What follows belongs to an exercise in optimizing a design on an open flow for small area, a short achievable clock period and few clock cycles per item; a production flow would make more cautious choices. Function not checked in this run: the RTL went through the layout flow alone. Power is estimated from default activity; no workload was simulated.

==> config.mk <==
export PLATFORM = sky130hd
export DESIGN_NAME = sample_fifo_pwm_feeder_top
export DESIGN_NICKNAME = sample_fifo_pwm_feeder_top
export VERILOG_FILES = /design/flow/design.v
export SDC_FILE = /design/flow/constraint.sdc
export NUM_CORES = 4
export LEC_CHECK = 0
export CAP_MARGIN = 20
export CORE_MARGIN = 2
export CORE_UTILIZATION = 50
export PLACE_DENSITY = 0.6
export SLEW_MARGIN = 20
export SYNTH_HIERARCHICAL = 1
export SYNTH_MINIMUM_KEEP_SIZE = 0
==> constraint.sdc <==
create_clock -name core_clock -period 6.0 [get_ports {clk}]
set_input_delay 1.2000 -clock core_clock [delete_from_list [all_inputs] [get_ports {clk}]]
set_output_delay 1.2000 -clock core_clock [all_outputs]
set_load 0.01 [all_outputs]
==> run.sh <==
#!/bin/bash
# synth_recipe.tcl (not shown) runs the flow's synth.tcl, then flattens the netlist and writes it again
# the make line also repeats each setting of config.mk as NAME=value (left out here)
make -C /OpenROAD-flow-scripts/flow DESIGN_CONFIG=/design/flow/config.mk WORK_HOME=/design/flow/orfs CLKGATE_MAP_FILE= SYNTH_SCRIPT=/design/flow/synth_recipe.tcl finish
==> design.v <==
package sfpf_pkg;
  localparam int DATA_W = 8;
  localparam int CNT_W  = 9;
  localparam int DEPTH  = 256;
  localparam int AW     = 8;
  localparam logic [DATA_W-1:0] DUTY_RESET  = 8'd240;
  localparam logic [CNT_W-1:0]  LIMIT_RESET = 9'd128;
  localparam logic FUNC_SAMPLE = 1'b0;
  localparam logic FUNC_PERIOD = 1'b1;
endpackage
module sfpf_ram #(
  parameter int WIDTH = 8,
  parameter int DEPTH = 256
) (
  input  logic                     clk,
  input  logic                     rst,
  input  logic                     we,
  input  logic [$clog2(DEPTH)-1:0] waddr,
  input  logic [WIDTH-1:0]         wdata,
  input  logic [$clog2(DEPTH)-1:0] raddr,
  output logic [WIDTH-1:0]         rdata
);
  localparam int AW   = $clog2(DEPTH);
  localparam int LOW  = AW / 2;
  localparam int COLS = 1 << LOW;
  localparam int ROWS = DEPTH / COLS;
  logic                         parity;
  logic [DEPTH-1:0][WIDTH-1:0]  cells;
  logic [WIDTH-1:0]             wenc;
  logic [ROWS-1:0]              w_row, r_row;
  logic [COLS-1:0]              w_col, r_col;
  logic [ROWS-1:0][WIDTH-1:0]   row_data;
  logic [WIDTH-1:0]             rraw;
  always_ff @(posedge clk) begin
    if (rst) parity <= 1'b0;
    else     parity <= ~parity;
  end
  assign wenc = wdata ^ {WIDTH{~parity}};
  always_comb begin
    for (int r = 0; r < ROWS; r++) begin
      w_row[r] = we && (waddr[AW-1:LOW] == r[AW-LOW-1:0]);
      r_row[r] = (raddr[AW-1:LOW] == r[AW-LOW-1:0]);
    end
    for (int c = 0; c < COLS; c++) begin
      w_col[c] = (waddr[LOW-1:0] == c[LOW-1:0]);
      r_col[c] = (raddr[LOW-1:0] == c[LOW-1:0]);
    end
  end
  logic [WIDTH-1:0] wdn;
  assign wdn = ~wenc;
  for (genvar i = 0; i < DEPTH; i++) begin : g_word
    logic wsel, nsel;
    assign wsel = w_row[i / COLS] && w_col[i % COLS];
    assign nsel = !wsel;
    for (genvar b = 0; b < WIDTH; b++) begin : g_bit
      sfpf_bit u_bit (
        .clk  (clk),
        .sel  (wsel),
        .nsel (nsel),
        .wdn  (wdn[b]),
        .q    (cells[i][b])
      );
    end
  end
  always_comb begin
    for (int r = 0; r < ROWS; r++) begin
      row_data[r] = '0;
      for (int c = 0; c < COLS; c++) begin
        row_data[r] = row_data[r] | (cells[r * COLS + c] & {WIDTH{r_col[c]}});
      end
    end
    rraw = '0;
    for (int r = 0; r < ROWS; r++) begin
      rraw = rraw | (row_data[r] & {WIDTH{r_row[r]}});
    end
  end
  assign rdata = rraw ^ {WIDTH{parity}};
endmodule
module sfpf_bit (
  input  logic clk,
  input  logic sel,
  input  logic nsel,
  input  logic wdn,
  output logic q
);
  always_ff @(posedge clk) begin
    q <= ~((q | sel) & (wdn | nsel));
  end
endmodule
module sfpf_ctrl (
  input  logic                        clk,
  input  logic                        rst,
  input  logic                        req_valid,
  output logic                        req_stall,
  input  logic                        func,
  input  logic [sfpf_pkg::DATA_W-1:0] sample,
  output logic                        rsp_valid,
  input  logic                        rsp_stall,
  output logic                        proc,
  output logic                        proc_func,
  output logic [sfpf_pkg::DATA_W-1:0] proc_sample
);
  logic                        pend_valid;
  logic                        pend_func;
  logic [sfpf_pkg::DATA_W-1:0] pend_sample;
  logic                        out_free;
  logic                        take;
  assign req_stall   = pend_valid;
  assign out_free    = !rsp_valid || !rsp_stall;
  assign take        = req_valid && !pend_valid;
  assign proc        = out_free && (pend_valid || req_valid);
  assign proc_func   = pend_valid ? pend_func   : func;
  assign proc_sample = pend_valid ? pend_sample : sample;
  always_ff @(posedge clk) begin
    if (rst) begin
      rsp_valid  <= 1'b0;
      pend_valid <= 1'b0;
    end else begin
      rsp_valid <= proc || (rsp_valid && rsp_stall);
      if (out_free) begin
        pend_valid <= 1'b0;
      end else if (take) begin
        pend_valid <= 1'b1;
      end
    end
  end
  always_ff @(posedge clk) begin
    if (take && !out_free) begin
      pend_func   <= func;
      pend_sample <= sample;
    end
  end
endmodule
module sfpf_datapath (
  input  logic                        clk,
  input  logic                        rst,
  input  logic                        proc,
  input  logic                        proc_func,
  input  logic [sfpf_pkg::DATA_W-1:0] proc_sample,
  input  logic                        cfg_wr_en,
  input  logic [sfpf_pkg::CNT_W-1:0]  cfg_wr_data,
  output logic                        accepted,
  output logic [sfpf_pkg::DATA_W-1:0] duty,
  output logic                        duty_updated,
  output logic                        underflow,
  output logic [sfpf_pkg::CNT_W-1:0]  fill_level
);
  localparam int AW = sfpf_pkg::AW;
  logic [AW-1:0]               wr_ptr;
  logic [AW-1:0]               rd_ptr;
  logic [sfpf_pkg::CNT_W-1:0]  count;
  logic [sfpf_pkg::CNT_W-1:0]  limit;
  logic                        phase;
  logic [sfpf_pkg::DATA_W-1:0] head;
  logic                        reload;
  logic                        wb_valid;
  logic [sfpf_pkg::DATA_W-1:0] wb_data;
  logic [sfpf_pkg::DATA_W-1:0] rdata;
  logic empty, store_ok, store, pop, set_uf, is_period;
  sfpf_ram #(.WIDTH(sfpf_pkg::DATA_W), .DEPTH(sfpf_pkg::DEPTH)) u_ram (
    .clk   (clk),
    .rst   (rst),
    .we    (wb_valid),
    .waddr (wr_ptr),
    .wdata (wb_data),
    .raddr (rd_ptr),
    .rdata (rdata)
  );
  assign empty     = (count == '0);
  assign store_ok  = !count[sfpf_pkg::CNT_W-1] && (count < limit);
  assign is_period = proc && (proc_func == sfpf_pkg::FUNC_PERIOD);
  assign store     = proc && (proc_func == sfpf_pkg::FUNC_SAMPLE) && store_ok;
  assign pop       = is_period && !phase && !empty;
  assign set_uf    = is_period && !phase && empty;
  assign fill_level = count;
  always_ff @(posedge clk) begin
    if (rst) begin
      wr_ptr    <= '0;
      rd_ptr    <= '0;
      count     <= '0;
      limit     <= sfpf_pkg::LIMIT_RESET;
      phase     <= 1'b0;
      duty      <= sfpf_pkg::DUTY_RESET;
      underflow <= 1'b0;
      reload    <= 1'b0;
      wb_valid  <= 1'b0;
    end else begin
      if (cfg_wr_en) begin
        limit <= cfg_wr_data;
      end
      if (is_period) begin
        phase <= !phase;
      end
      if (pop) begin
        duty      <= head;
        underflow <= 1'b0;
        rd_ptr    <= rd_ptr + 1'b1;
        count     <= count - 1'b1;
      end else if (set_uf) begin
        underflow <= 1'b1;
      end else if (store) begin
        count <= count + 1'b1;
      end
      if (wb_valid) begin
        wr_ptr <= wr_ptr + 1'b1;
      end
      wb_valid <= store;
      reload   <= pop;
    end
  end
  always_ff @(posedge clk) begin
    if (proc) begin
      accepted     <= store;
      duty_updated <= pop;
    end
    if (store) begin
      wb_data <= proc_sample;
    end
    if (store && empty) begin
      head <= proc_sample;
    end else if (reload) begin
      head <= rdata;
    end
  end
endmodule
module sample_fifo_pwm_feeder_top (
  input  logic              clk,
  input  logic              rst,
  input  logic              req_valid,
  output logic              req_stall,
  input  logic              func,
  input  logic [sfpf_pkg::DATA_W-1:0] sample,
  output logic              rsp_valid,
  input  logic              rsp_stall,
  output logic              accepted,
  output logic [sfpf_pkg::DATA_W-1:0] duty,
  output logic              duty_updated,
  output logic              underflow,
  output logic [sfpf_pkg::CNT_W-1:0]  fill_level,
  input  logic              cfg_wr_en,
  input  logic [sfpf_pkg::CNT_W-1:0]  cfg_wr_data
);
  logic                        proc;
  logic                        proc_func;
  logic [sfpf_pkg::DATA_W-1:0] proc_sample;
  sfpf_ctrl u_ctrl (
    .clk         (clk),
    .rst         (rst),
    .req_valid   (req_valid),
    .req_stall   (req_stall),
    .func        (func),
    .sample      (sample),
    .rsp_valid   (rsp_valid),
    .rsp_stall   (rsp_stall),
    .proc        (proc),
    .proc_func   (proc_func),
    .proc_sample (proc_sample)
  );
  sfpf_datapath u_datapath (
    .clk          (clk),
    .rst          (rst),
    .proc         (proc),
    .proc_func    (proc_func),
    .proc_sample  (proc_sample),
    .cfg_wr_en    (cfg_wr_en),
    .cfg_wr_data  (cfg_wr_data),
    .accepted     (accepted),
    .duty         (duty),
    .duty_updated (duty_updated),
    .underflow    (underflow),
    .fill_level   (fill_level)
  );
endmodule
==> reports/qor.txt <==
Worst setup SP type - flop
Nets - 7136
# hold bufs at CTS - 0
Post-synth top flop - dfxtp_1
Detailed Routing Iterations Pass 1 - 9
Clk_skew - 0.03100 ns
Critical path endpoint category - flop
Synth Register Bits - 2124
Post-CTS setup buffer count - 0
Synth Warn # - 10
Post-route DRC - 0
Max-Cap Viols - 0
Fillcell total - 12560
Via count - 65060
Post-Synth Adder-Cell Area - 0.003158
Worst hold slack - 0.4383 ns
Global-route wire length before repair - 405600 µm
Worst path bufs/invs - 2
Max-slew violation count - 0
Commonest non-fill, non-tap cells in the layout - dfxtp_1 (2092), o22ai_1 (2078), a22oi_1 (587)
Hold Fails Final Rpt - 0
Slowest-stage cell, CP - dfxtp_4
Routed wire length - 277400 µm
Pwr dens - 368.0 nW/µm²
Die area - 150500 µm²
Skew-Pair Late Insertion Delay - 0.85 ns
Fin crit share - 0.9514
Mapped Avg Cell Area - 10.50 µm²
Category of the most critical setup path - reg2reg
Synth Area in Compound Gates - 0.3076
Maximum clock rate - 0.1752 GHz
Synth-to-Final Area Change - 14.59%
Largest stage delay, worst path - 0.95 ns
Worst-Margin Slew - 1.237 ns
Post-Synth XOR/XNOR Area - 0.003565
Commonest non-fill, non-tap cell in the layout - dfxtp_1
Period minus WS final - 5.708 ns
RSZ-0062 raised after global routing - false
Finished Layout Cells - 9192
Total global routing overflow - 0
Syn nets - 7057
Synth Cell Area - 73690 µm²
Pin count of the biggest net entering global routing - 147
Sequential fraction of the synthesis area - 0.5807
Synth unique cells - 68
Simple-gate portion of the synthesized area - 0.04856
Reg clk slew, reported paths - 0.07 ns
CP delay by family, top - compound AO/OA/AOI/OAI gates
CTS H-tree depth - 4
CTS Buffer Depth - 3
Post-DP HPWL - 177200 µm
I/O Buffers - 44
Io pins - 45
Max-Slew Margin vs Limit - 0.1721
Mux cell area share after synthesis - 0.02438
Final setup viols - 0
First-iteration detailed-routing DRC count - 7996
Ys async rst share - 0
CP arrival - 6.30 ns
Status - finished clean
Critical Path RT - 6.60 ns
Worst vdd ir - 0.0003138 V
CP Max Fanout - 62
Routed vias/inst - 7.078
Post-synth EDFFs - 27
CTS resizes - 0
TritonCTS clock tree - built
Mapped Cells - 7016
CTS buffer count - 210
Leakage power - 34.52 nW
Placer Congestion - 0.9215
Core area - 145900 µm²
Cell Rows - 140
Die Y-Extent - 387.9 µm
Starting Density - 0.5050
WL/cell - 30.17 µm
Layout cells sized above 1 - 0.09282
Inst Count DP - 8799
Die span in x - 387.9 µm
Vias in the first global route - 60290
Antenna violations before repair - 6
Critical-path cell list - buf_4 > nor4b_2 > buf_4 > a22oi_1 > o211ai_1 > o31ai_1 > o2111ai_1 > nor4_1 > o2111ai_1 > xor2_1 > mux2_2
CTS Sinks - 2124
Clk root buf - clkbuf_16
Main combinational cell family by area after synthesis - compound AO/OA/AOI/OAI gates
Total GRT Usage - 0.3529
Min-delay worst type - reg2reg
Final ANT Viol Nets - 0
## sequential cells by signal, indices dropped and copies added, names as in the netlist, 8 cells and up
signal                                 count
u_datapath.duty                            8
u_datapath.rd_ptr                          8
u_datapath.head                            8
u_datapath.limit                           9
u_datapath.count                           9
u_datapath.u_ram.g_word.g_bit.u_bit.q   2048
u_datapath.wb_data                         8
u_datapath.wr_ptr                          8
u_ctrl.pend_sample                         8
## layer usage
layer | track usage | vias up | part of all wire
met5 | 0 | - | 0
met4 | 0.1597 | 0 | 0.047
met3 | 0.06675 | 646 | 0.094
met2 | 0.5274 | 3505 | 0.44
met1 | 0.4944 | 32340 | 0.42
li1 | - | 28570 | -
## worst register-to-register path: stages, from the launching register on
cell and delay, ns:
dfxtp_4 0.95, buf_4 0.45, nor4b_2 0.12, buf_4 0.40, a22oi_1 0.39, o211ai_1 0.13, o31ai_1 0.69, o2111ai_1 0.72
nor4_1 0.89, o2111ai_1 0.24, xor2_1 0.19, mux2_2 0.30
## Yosys cell counts (all sizes together), types with 55 or more instances
cell type  count  share of area
o22ai       2078           0.18
o2111ai       55         0.0065
o211ai        67         0.0068
nor2         125         0.0064
o21ai         80         0.0054
nand2        388          0.020
mux2          92          0.014
clkbuf       194         0.0099
dfxtp       2097           0.57
a22o         117          0.014
mux2i         73         0.0099
inv          272          0.014
o31ai         61         0.0062
nand4         57         0.0050
a221oi        90          0.011
a22oi        588          0.060
buf          122         0.0083
## power breakdown
part	leakage [nW]	switching, mW	internal, mW
Combinational	12.9	1.92	0.870
Sequential	17.9	0.134	14.3
Clock	3.67	5.70	8.20
## kinds of logic (layout without fill, tap and decap cells)
kind of cell / count (synthesis) / count (layout)
XOR/XNOR: 30 / 30
flip-flops: 2124 / 2124
adder cells (fa/ha/maj): 18 / 18
other: 0 / 3
buffers and inverters: 588 / 844
AND/OR/NAND/NOR: 763 / 763
AO/OA/AOI/OAI: 3328 / 3328
multiplexers: 165 / 165
## cell type report
type | count | area (µm²) | area share
flip-flops and latches | 2124 | 42810 | 0.5069
multi-input cells | 4304 | 29060 | 0.3442
clock buffers | 307 | 6361 | 0.07533
well taps | 1917 | 2399 | 0.02840
repair buffers | 183 | 1773 | 0.02099
inverters | 272 | 1026 | 0.01215
clock inverters | 82 | 1011 | 0.01197
diodes | 3 | 7.507 | 0.00008890
## modules after synthesis, one instance, submodules excluded, a selection
module         times used  flip-flops and latches  cell area (µm²)
sfpf_bit             2048                       1            26.28
sfpf_datapath           1                      64             2935
sfpf_ctrl               1                      11            490.5
## through the flow
stage / area (µm²) / setup TNS [ns] / worst slack [ns] / util / power, mW
floorplan: 73750 / -1612.34 / -0.9733 / - / 16.24
global placement: 77000 / 0 / 0.5417 / 0.5277 / 17.39
detailed placement: 77040 / 0 / 0.5890 / 0.5280 / 17.40
CTS: 84410 / 0 / 0.5727 / 0.5785 / 31.06
global route: 84440 / 0 / 0.2793 / 0.5787 / 31.82
finish: 84450 / 0 / 0.2918 / 0.5788 / 31.07
## worst paths after layout
kind	startpoint	cells after the start	endpoint	slack [ns]
setup / recovery	u_datapath.rd_ptr[3]$_SDFFE_PP0P_	11	u_datapath.head[7]$_DFFE_PP_	0.29
hold / removal	u_datapath.u_ram.g_word[155].g_bit[2].u_bit.q$_DFF_P_	1	u_datapath.u_ram.g_word[155].g_bit[2].u_bit.q$_DFF_P_	0.44
setup reg to reg	u_datapath.rd_ptr[3]$_SDFFE_PP0P_	11	u_datapath.head[7]$_DFFE_PP_	0.29
hold reg to reg	u_datapath.u_ram.g_word[155].g_bit[2].u_bit.q$_DFF_P_	1	u_datapath.u_ram.g_word[155].g_bit[2].u_bit.q$_DFF_P_	0.44

## static timing again, ports no longer ideal
How much do the figures lean on ideal ports? The routed layout below was timed once more, with nothing changed but the port constraints. Step 1, drivers: a clkbuf_16 drives clk and a buf_2 each remaining input, both assumed. Step 2 adds t to the input delays and takes it off the output delays; t is the mean of the earliest and latest rising clock arrival at the registers after step 1. Input paths then give back, and output paths get back, about the clock's delay inside the block. Three values: ideal ports, drivers, drivers and shift; two values: the first two.
shift t [ns]: 0.918
slack for setup (ns): 0.292 / 0.292 / 0.292
worst setup path after step 2: register to register
After both steps setup and hold are still met in this run. The setup slack of this run moves by 0.000 ns with the drivers and by 0.000 ns with both steps.
